This design comes from an exercise in tuning for small area, a short achievable clock period and few clock cycles per item on the open sky130 flow, not from production work. Only simulation tests tie the RTL to the original design; equivalence was not proved. Power and IR drop assume default switching activity.

==> flow/design.v (outline; a module is shown in full before it is edited, if it fits) <==
// module conv2d_window_ctr: 5 lines
// module conv2d_engine: 3665 lines
// module conv2d_sat: 13 lines
// module conv2d_fa: 10 lines
// module conv2d_ha: 9 lines
module conv2d_engine #(
  parameter int IMG       = 7,
  parameter int KER       = 3,
  parameter int STRIDE    = 1,
  parameter int CH        = 2,
  parameter int WIDTH_BIT = 8,
  parameter int SHIFT     = 8,
  parameter int OUT       = (IMG - KER) / STRIDE + 1,
  parameter int RC_W      = $clog2(OUT) + 1
) (
  input  logic                            clock,
  input  logic                            nreset,
  input  logic                            start,
  input  logic [CH*IMG*IMG*WIDTH_BIT-1:0] inp_matrix,
  input  logic [CH*KER*KER*WIDTH_BIT-1:0] kernel,
  output logic                            busy,
  output logic                            done,
  output logic                            pix_valid,
  output logic [RC_W-1:0]                 pix_row,
  output logic [RC_W-1:0]                 pix_col,
  output logic [WIDTH_BIT-1:0]            pix_data,
  output logic [OUT*OUT*WIDTH_BIT-1:0]    out_matrix
);
  // ...
==> flow/flow/run.sh <==
#!/bin/bash
# The standard layout (standard.sh, all steps), with three changes to how it is made:
# - the port buffers are buf_1 cells (buffer_ports' default is a slow delay cell; timing
#   repair upsizes the ones on critical paths);
# - timing repair aims for 8.3 ns of setup slack instead of 0, so that it speeds up the
#   paths the 12 ns clock leaves slack on;
# - clock tree synthesis clusters up to 20 flip-flops within 100 um per leaf buffer and
#   adds no dummy loads.
# All output goes to standard.log here and to ORFS's logs under orfs/logs.
export BUFFER_PORTS_ARGS="-buffer_cell sky130_fd_sc_hd__buf_1"
export SETUP_SLACK_MARGIN=8.3
export CTS_ARGS="-sink_clustering_enable -repair_clock_nets -sink_clustering_size 20 -sink_clustering_max_diameter 100 -dont_use_dummy_load"
bash standard.sh > standard.log 2>&1
==> flow/standard.sh <==
#!/bin/bash
# synth_recipe.tcl (not shown) runs the flow's synth.tcl, then flattens the netlist and writes it again
# the make line also repeats each setting of config.mk as NAME=value (left out here)
make -C /OpenROAD-flow-scripts/flow DESIGN_CONFIG=/design/flow/config.mk WORK_HOME=/design/flow/orfs CLKGATE_MAP_FILE= SYNTH_SCRIPT=/design/flow/synth_recipe.tcl "${@:-finish}"
==> flow/config.mk <==
export PLATFORM = sky130hd
export DESIGN_NAME = conv2d_engine
export DESIGN_NICKNAME = conv2d_engine
export VERILOG_FILES = /design/flow/design.v
export SDC_FILE = /design/flow/constraint.sdc
export NUM_CORES = 4
export LEC_CHECK = 0
export CAP_MARGIN = 20
export CORE_MARGIN = 2
export CORE_UTILIZATION = 42
export SLEW_MARGIN = 20
export SYNTH_HIERARCHICAL = 1
export SYNTH_MINIMUM_KEEP_SIZE = 0
==> flow/constraint.sdc <==
create_clock -name core_clock -period 12.0 [get_ports {clock}]
set_input_delay 2.4000 -clock core_clock [delete_from_list [all_inputs] [get_ports {clock}]]
set_output_delay 2.4000 -clock core_clock [all_outputs]
set_load 0.01 [all_outputs]
==> out/qor.log, run 1 <==
[clock_network] clock buffer count from CTS 51
[route] post-route met1 wirelength 116,000 µm
[route] mean number of vias per cell 7.05
[sta] Achievable Freq 269 MHz
[setup_path] critical setup path kind reg2reg
[synth] Synth Cell Area 57,700 µm²
[synth] complex-gate fraction of the synthesized area 19.9%
[synth] register area share after synthesis 29.1%
[sta] final setup fails 0
[final_layout] non-clock buffer area fraction after layout 7.53%
[sta] Final Hold Viols 0
[setup_path] dominant delay contributor by cell family on the critical path adder cells
[synth] most instantiated cells after synthesis sky130_fd_sc_hd__a22oi_1, sky130_fd_sc_hd__fa_1, sky130_fd_sc_hd__xnor2_1
[route] Iteration-0 DRC Markers 11,000
[clock_network] clock tree sinks 779
[route] met3 layer wire length in the routed design 53,400 µm
[worst_hold_path] type of the worst min-delay path reg2reg
[power] power drawn by the sequential cells 0.00391 W
[clock_network] CTS H-tree depth 2
[power] Comb group 0.0105 W
[clock_network] deepest clock path buffer count 3
[route] wire length reported by the detailed router 358,000 µm
[clock_network] clock transition at the registers of the reported paths 0.08 ns
[synth] share of cell area taken by muxes after synthesis 4.45%
[route] highest signal layer in the routed design met5
[route] met2 WL 147,000 µm
[floorplan] Taps Inserted 1,781
[setup_path] Required @ worst endpoint 12.58 ns
[outcome] result of the run timing/DRC/antenna clean
[placed_design] final HPWL from detailed placement 290,000 µm
[synth] EDFF count, synth 0
[placed_design] weighted congestion at the end of routability-driven global placement 1.48
[final_layout] antenna diode count 178
[final_layout] Finished Layout Cells 7,954
Testbench counts, summed over its fixed seeds: cycles 5,376, frames 192.
==> inputs of run 2 (changes only) <==
--- a/flow/config.mk
+++ b/flow/config.mk
@@ -7,7 +7,7 @@
 export LEC_CHECK = 0
 export CAP_MARGIN = 20
 export CORE_MARGIN = 2
-export CORE_UTILIZATION = 42
+export CORE_UTILIZATION = 35
 export SLEW_MARGIN = 20
 export SYNTH_HIERARCHICAL = 1
 export SYNTH_MINIMUM_KEEP_SIZE = 0
==> out/qor.log, run 2 <==
[outcome] result of the run timing/DRC/antenna clean
[synth] leading post-synthesis cells by cell area sky130_fd_sc_hd__fa_1, sky130_fd_sc_hd__dfxtp_1, sky130_fd_sc_hd__a22oi_1
[placed_design] weighted congestion at the end of routability-driven global placement 1.10 [-25%]
[power] combinational power share 66.4%
[worst_hold_path] worst min-delay path endpoint hi_a[10]
[setup_path] critical setup path kind reg2reg
[route] wire length reported by the detailed router 347,000 µm [-2.9%]
[setup_path] worst-case reg-to-reg path depth 7
[floorplan] area inside the core boundary 163,000 µm²
[clock_network] CTS Hold Bufs 0
[clock_network] deepest clock path buffer count 3 [unchanged]
[sta] setup clock skew after layout 0.116 ns
[sta] Max-Slew Margin vs Limit 27.0%
[route] Iteration-0 DRC Markers 8,772 [-20%]
[route] routed via count 54,300
[route] DRC 0
[setup_path] Worst R2R Setup Slack 8.27 ns
[floorplan] Top-Level Pins 1,150
[power] PwrDens 255 nW/µm²
[final_layout] most common library cell in the layout ignoring fill and taps sky130_fd_sc_hd__buf_1
[clock_network] CTS H-tree depth 2 [unchanged]
[placed_design] final HPWL from detailed placement 283,000 µm [-2.6%]
[final_layout] register area 16,900 µm²
[global_route] maximum number of pins on one net before global-route repair 83
[floorplan] effective utilization at floorplan 35.3%
[sta] final max-slew violation count 0
[final_layout] largest register by flop count out_matrix
[synth] post-synth cell types 61
[setup_path] maximum fanout along the worst path 9
[floorplan] Placement Rows 148
[synth] Synth Cell Area 57,700 µm² [unchanged]
[setup_path] slowest CP cell sky130_fd_sc_hd__dfxtp_1
[worst_hold_path] critical hold path startpoint cut0[146]
[synth] predominant post-synthesis flop cell sky130_fd_sc_hd__dfxtp_1
[synth] synth warn 19
[placed_design] IO Port Bufs 1,147
[synth] area share of the largest cell type after synthesis 23.8%
[sta] Final Hold Viols 0 [unchanged]
[setup_path] number of buffers and inverters on the critical path 0
[final_layout] Area Overhead vs Synth 12.5%
[power] internal power 0.00839 W
[setup_path] sequence of cells on the critical path a22oi_1, xnor2_1, fa_1, fa_1, fa_1, fa_1, fa_1
[job] max cap viols 0
[power] standby leakage power 22.2 nW
[final_layout] share of post-route cells with drive strength above 1 7.94%
[global_route] initial antenna violation count 215
[route] mean number of vias per cell 6.53 [-7.4%]
[synth] Cells after Synth 5,361
[power] sequential share of power 23.5%
[final_layout] largest registers in the final layout out_matrix: 200 flops, cut0: 147 flops, w: 144 flops
[worst_hold_path] hold depth 0
[clock_network] clk root buf sky130_fd_sc_hd__clkbuf_16
[clock_network] TritonCTS clock tree done
[sta] worst hold slack 0.354 ns
[synth] EDFF count, synth 0 [unchanged]
[sta] part of the cycle the worst path needs 31.1%
[final_layout] Nets 7,647
[setup_path] Slowest Stage Delay on Critical Path 0.75 ns
[clock_network] clock transition at the registers of the reported paths 0.09 ns [about the same]
[synth] #FFs+latches synth 779
[final_layout] flip-flop count of the largest register, all copies and words added 200
[floorplan] die extent in x 410 µm
[synth] library cell occupying the most area in the post-synthesis netlist sky130_fd_sc_hd__fa_1
[final_layout] multi-input combinational cell area 38,700 µm²
[floorplan] Die Y-Extent 410 µm
[sta] Setup Total Neg Slack 0 ns
[worst_hold_path] type of the worst min-delay path reg2reg
[synth] register area share after synthesis 29.1% [unchanged]
[synth] fraction of synthesis flops using an asynchronous set or reset pin 30.9%
[setup_path] dominant delay contributor by cell family on the critical path adder cells
[global_route] first-pass GRT wire length 465,000 µm
[synth] most repeated cell in the gate-level netlist after synthesis sky130_fd_sc_hd__a22oi_1
[setup_path] Required @ worst endpoint 12.55 ns [-0.03 ns]
[setup_path] most common cell type on the critical path sky130_fd_sc_hd__fa_1
[power] Psw 0.00813 W
[route] WL/cell 41.7 µm
[global_route] Global Route Usage Sum 40.3%
[final_layout] final core utilization 39.8%
[final_layout] leading cell types in the layout, fill and taps excluded sky130_fd_sc_hd__buf_1, sky130_fd_sc_hd__a22oi_1, sky130_fd_sc_hd__fa_1
[power] largest vdd supply drop 757 µV
[placed_design] number of cells in the design after placement 8,111
[clock_network] clock buffer count from CTS 50 [-2.0%]
[setup_path] startpoint of the lowest-slack register-to-register path w[11][4]
[synth] Avg Cell Area, Syn 10.8 µm²
[setup_path] kind of start point of the critical path flop
[power] switch share 49.2%
[sta] Worst Max-Slew Pin Slew 1.09 ns
[sta] final setup fails 0 [unchanged]
[global_route] overflow left after global routing 0
[sta] Achievable Freq 268 MHz [-0.31%]
[setup_path] endpoint of the most critical register-to-register path cut0[99]
[power] clock network fraction of design power 10.1%
[power] Design Power 0.0165 W
[setup_path] Arrival @ worst endpoint 4.28 ns
[floorplan] full die area 168,000 µm²
[setup_path] crit end category flop
[route] Post-DRT Antenna Nets 0
[synth] most instantiated cells after synthesis sky130_fd_sc_hd__a22oi_1, sky130_fd_sc_hd__fa_1, sky130_fd_sc_hd__xnor2_1
[final_layout] Finished Layout Cells 8,324 [+4.7%]
[route] drt first pass iters 14
[clock_network] worst skew pair latency 0.73 ns
[final_layout] total of fill cells in the finished design 16,200
[clock_network] clock tree sinks 779 [unchanged]
[sta] Final Critical Period 3.73 ns
[sta] unrepaired setup endpoints after global routing yes
[global_route] via count of the first global-routing pass 52,500
run 2: cell counts after synthesis:
No cell type changed its count.
run 2: logic make-up after synthesis:
logic type               after synthesis  share of synthesized area [%]
AO/OA/AOI/OAI                       1485                           19.9
AND/OR/NAND/NOR                      799                           6.68
flip-flops                           779                           29.1
adder cells (fa/ha/maj)              717                           24.5
XOR/XNOR                             712                           10.8
buffers and inverters                640                           4.50
multiplexers                         228                           4.45
other                                  1                        0.00650
run 2: area by class of cell:
type	instances	area share, %
sequential	779	26.0
timing repair buffer	1204	7.48
multi-input combinational	3943	59.6
clock buffer	50	1.93
inverter	21	0.122
antenna	152	0.587
tap	2175	4.20
run 2: routing by layer:
metal | wire, µm | vias up | GRT usage [%]
met3 | 41500 | 1233 | 15.3
met2 | 152000 | 4359 | 61.1
met5 | 495 | - | 0
met1 | 118000 | 27700 | 45.3
met4 | 34800 | 78 | 32.1
li1 | - | 21000 | -
run 2: per-module statistics from Yosys, one instance, submodules excluded:
module         cell area (µm²)  copies in the design  cells
conv2d_engine            42600                     1   4495
conv2d_fa                 20.0                   683      1
conv2d_ha                 12.5                     9      1
conv2d_sat                 210                     6     29
run 2: how the worst max path moves through the flow:
stage                            endpoint  slack [ns]  cells past startpoint            from
after CTS                  out_matrix[35]        8.29                      1  out_matrix[35]
after global routing      out_matrix[137]        8.25                     10         hi_a[4]
after global placement    out_matrix[183]        7.28                      3          nreset
after floorplan                   pos[10]        8.31                      3           start
final                            cut0[99]        8.27                      7        w[11][4]
after detailed placement  out_matrix[183]        7.23                      3          nreset
run 2: power groups by stage:
stage | sequential [W] | clock (W) | combinational [W]
after floorplan | 0.00379 | 0 | 0.00603
after global placement | 0.00393 | 0 | 0.0101
after detailed placement | 0.00394 | 0 | 0.0102
after CTS | 0.00388 | 0.00170 | 0.0105
after global routing | 0.00395 | 0.00178 | 0.0118
final | 0.00388 | 0.00167 | 0.0110
run 2: through the flow:
step	instance area (µm²)	setup slack, ns
finish	64900	8.27
global route	64700	8.25
CTS	64200	8.29
detailed placement	62600	7.23
global placement	62600	7.28
floorplan	57700	8.31
run 2: repair_timing:
action                                  CTS  global route
setup buffers                             6             4
gates cloned                              0             1
gates resized for setup                  75            41
pin swaps                                 0             3
endpoints found under the setup margin  283           254

separate check: timing with driven ports:
How much do the figures lean on ideal ports? The routed layouts below were timed once more, with nothing changed but the port constraints.
Step 1, drivers: a clkbuf_16 drives clock and a buf_2 each remaining input, both assumed.
Step 2 times the ports against the registers' clock, not the clock port: input delays grow and output delays shrink by t, the midpoint of the rising clock arrivals with the driver on.
a / b / c = ideal ports / drivers / drivers and shift; a / b = the first two.
run | t, ns | slack for setup (ns) | worst register clock-pin slew, ns | cell pins on the clock port's net
run 1 | 0.764 | 8.283 / 8.220 / 7.611 | 0.10 / 0.10 | 1
run 2 | 0.727 | 8.271 / 8.265 / 7.881 | 0.10 / 0.10 | 1
After both steps every run listed still meets setup and hold. For run 1, which loses most, drivers alone change the setup slack by -0.063 ns; drivers and shift together by -0.672 ns.
